Background: an optimization exercise with open tools, aiming at small area. Do not read the settings as production practice. At most, simulation tests tie the RTL to the original design; equivalence was not proved.

## before
==> module cfu_mac, before the edit <==
module cfu_mac #(
  parameter int unsigned XLEN    = 32,
  parameter int unsigned NUM_ACC = 4,
  parameter int unsigned MUL_BPC = 4,
  parameter int unsigned CTRL_W  = 8
) (
  input  logic              clk_i,
  input  logic              rst_ni,
  input  logic              stall_i,
  input  logic              valid_i,
  input  logic [CTRL_W-1:0] cfu_ctrl_i,
  input  logic [XLEN-1:0]   src1_i,
  input  logic [XLEN-1:0]   src2_i,
  output logic              stall_o,
  output logic [XLEN-1:0]   rslt_o
);
  logic [2:0]  op;
  logic [1:0]  idx;
  logic        is_mac, is_macu, is_rdl, is_rdh, is_clr, is_wr;
  logic        multi, last, step;
  logic [5:0]  cnt_q;
  logic [1:0]  pend_q, pend_new;
  logic [3:0]  zero_q;
  logic [63:0] acc_q [4];
  logic [3:0]  sel, sel_lo, sel_top, sel_hi;
  logic [32:0] win_m, win_new;
  logic [31:0] hi_rd;
  logic        bit_b, bit_nx_q, nz, neg, top;
  logic        unused;
  assign op  = cfu_ctrl_i[2:0];
  assign idx = cfu_ctrl_i[4:3];
  assign unused = ^{cfu_ctrl_i[7:5]};
  assign is_mac  = (op == 3'd1);
  assign is_macu = (op == 3'd2);
  assign is_rdl  = (op == 3'd3);
  assign is_rdh  = (op == 3'd4);
  assign is_clr  = (op == 3'd5);
  assign is_wr   = (op == 3'd6);
  assign multi   = is_mac | is_macu | is_rdl | is_clr | is_wr;
  assign last    = (cnt_q == 6'd63);
  assign step    = valid_i && multi && !(last && stall_i);
  assign stall_o = multi && !last;
  for (genvar k = 0; k < 4; k++) begin : g_sel
    logic clean;
    assign clean      = zero_q[k] | is_wr;
    assign sel[k]     = (idx == 2'(k));
    assign sel_lo[k]  = sel[k] && !(clean && cnt_q == 6'd0);
    assign sel_top[k] = sel[k] && !(clean && !cnt_q[5]);
    assign sel_hi[k]  = sel[k] && is_rdh && !zero_q[k];
  end
  always_comb begin
    win_m = '0;
    hi_rd = '0;
    for (int k = 0; k < 4; k++) begin
      win_m = win_m | ({sel_top[k], {32{sel_lo[k]}}} & acc_q[k][32:0]);
      hi_rd = hi_rd | ({32{sel_hi[k]}} & acc_q[k][63:32]);
    end
  end
  assign bit_b = (cnt_q == 6'd0) ? src2_i[0] : bit_nx_q;
  assign nz  = ((is_mac | is_macu) && !cnt_q[5] && bit_b) || (is_wr && cnt_q == 6'd0);
  assign neg = is_mac && (cnt_q == 6'd31) && bit_b;
  assign top = is_wr && !cnt_q[5] && bit_b;
  cfu_mac_mul_iter u_step (
    .win_i   (win_m),
    .mcand_i (src1_i),
    .msign_i (is_mac && src1_i[31]),
    .nz_i    (nz),
    .neg_i   (neg),
    .pend_i  (pend_q),
    .top_i   (top),
    .win_o   (win_new),
    .pend_o  (pend_new)
  );
  always_ff @(posedge clk_i or negedge rst_ni) begin
    if (!rst_ni) begin
      cnt_q  <= '0;
      pend_q <= '0;
      bit_nx_q <= 1'b0;
      zero_q <= '1;
    end else begin
      if (step) begin
        cnt_q <= cnt_q + 6'd1;
      end
      pend_q <= (step && cnt_q < 6'd31) ? pend_new : 2'b00;
      bit_nx_q <= src2_i[5'(cnt_q[4:0] + 5'd1)];
      if (step && cnt_q == 6'd31) begin
        zero_q[idx] <= 1'b0;
      end
      if (step && last && is_clr) begin
        zero_q[idx] <= 1'b1;
      end
    end
  end
  for (genvar k = 0; k < 4; k++) begin : g_acc
    always_ff @(posedge clk_i) begin
      if (step && sel[k]) begin
        acc_q[k] <= {win_new[0], acc_q[k][63:33], win_new[32:1]};
      end
    end
  end
  assign rslt_o = (win_m[32:1] & {32{is_mac | is_macu | is_rdl | is_clr}}) | hi_rd;
endmodule
Settings: LEC_CHECK=0, CAP_MARGIN=20, CORE_MARGIN=2, CORE_UTILIZATION=60, CTS_BUF_LIST=sky130_fd_sc_hd__clkbuf_16, CTS_CLUSTER_DIAMETER=80, CTS_CLUSTER_SIZE=25, SLEW_MARGIN=20; clock period 10.0 ns.
standard.sh (not shown) runs the stock make flow with config.mk's settings and CLKGATE_MAP_FILE= SYNTH_SCRIPT=/design/flow/synth_recipe.tcl, a recipe that flattens the netlist after the stock synthesis.
==> flow/flow/run.sh <==
#!/bin/bash
# The standard layout (standard.sh), with two changes:
#  - synthesis maps the logic with an area-oriented ABC script (flow/synth.tcl)
#    and leaves adders to ABC instead of mapping them to full-adder cells;
#  - the port buffers are sky130_fd_sc_hd__buf_1 cells.
set -euo pipefail
here=$(pwd)
export MY_ABC_SCRIPT=$here/flow/abc_area.script
bash standard.sh SYNTH_SCRIPT=$here/flow/synth.tcl ADDER_MAP_FILE= \
  "BUFFER_PORTS_ARGS=-buffer_cell sky130_fd_sc_hd__buf_1" finish > $here/flow_make.log 2>&1
==> flow/flow/abc_area.script <==
&get -n
&st
&dc2
&dch -f
&nf -R 1000 -p -F 8 -A 4
&put
==> flow/flow/synth.tcl <==
proc synth {args} { yosys synth -nofsm -noshare {*}$args }
proc abc {args} {
  set i [lsearch -exact $args -script]
  if {$i >= 0 && [info exists ::env(MY_ABC_SCRIPT)]} { lset args [expr {$i+1}] $::env(MY_ABC_SCRIPT) }
  yosys abc {*}$args
}
source $::env(SCRIPTS_DIR)/synth.tcl
# left out here: clear keep_hierarchy, flatten, clean up, hide names made inside functions, write 1_2_yosys.v
Input changes introduced in after (baseline for comparison: before):
--- a/flow/design.v
+++ b/flow/design.v
@@ -65,11 +65,11 @@
   output logic [XLEN-1:0]   rslt_o
 );
   logic [2:0]  op;
   logic [1:0]  idx;
   logic        is_mac, is_macu, is_rdl, is_rdh, is_clr, is_wr;
-  logic        multi, last, step;
+  logic        multi, last, step, clean;
   logic [5:0]  cnt_q;
   logic [1:0]  pend_q, pend_new;
   logic [3:0]  zero_q;
   logic [63:0] acc_q [4];
   logic [3:0]  sel, sel_lo, sel_top, sel_hi;
@@ -88,13 +88,12 @@
   assign is_wr   = (op == 3'd6);
   assign multi   = is_mac | is_macu | is_rdl | is_clr | is_wr;
   assign last    = (cnt_q == 6'd63);
   assign step    = valid_i && multi && !(last && stall_i);
   assign stall_o = multi && !last;
+  assign clean = zero_q[idx] | is_wr;
   for (genvar k = 0; k < 4; k++) begin : g_sel
-    logic clean;
-    assign clean      = zero_q[k] | is_wr;
     assign sel[k]     = (idx == 2'(k));
     assign sel_lo[k]  = sel[k] && !(clean && cnt_q == 6'd0);
     assign sel_top[k] = sel[k] && !(clean && !cnt_q[5]);
     assign sel_hi[k]  = sel[k] && is_rdh && !zero_q[k];
   end
[summary]
Final checks on after, whose flow otherwise completed, came back failing, citing setup timing.
On transition time at the pin with the least slew margin, the lower figure sits with before, not after.
Against before, the final cell area of after is higher.
before → after: wire length of the first global-routing pass moved up, routed wire length moved up, final worst-path cycle share moved up, layout-stage area growth over the synthesis result moved up, post-route worst setup slack moved down.
The RTL of before was laid out without a check of its function.

## afterwards: timing with drivers on the ports
No port has a modelled driver above. Below, the same layouts with a new extraction and two added sets of constraints.
Step 1: set_driving_cell puts a clkbuf_16 on clk_i and a buf_2 on each other input, an assumption about the parent block.
Step 2 adds t to the input delays and takes it off the output delays; t is the mean of the earliest and latest rising clock arrival at the registers after step 1. Input paths then give back, and output paths get back, about the clock's delay inside the block.
Slacks: ideal ports / drivers / drivers and shift; pairs: ideal ports / drivers.
run	t, ns	setup slack, ns	worst hold slack (ns)	clock arrival spread, ns	pins driven straight from the clock port
before	0.528	0.805 / 0.828 / 0.299	0.430 / 0.430 / 0.430	0.028 / 0.027	1
after	0.524	-3.515 / -3.505 / -4.029	0.452 / 0.452 / 0.452	0.009 / 0.009	1
For after, which loses most, drivers alone change the setup slack by +0.010 ns; drivers and shift together by -0.514 ns.
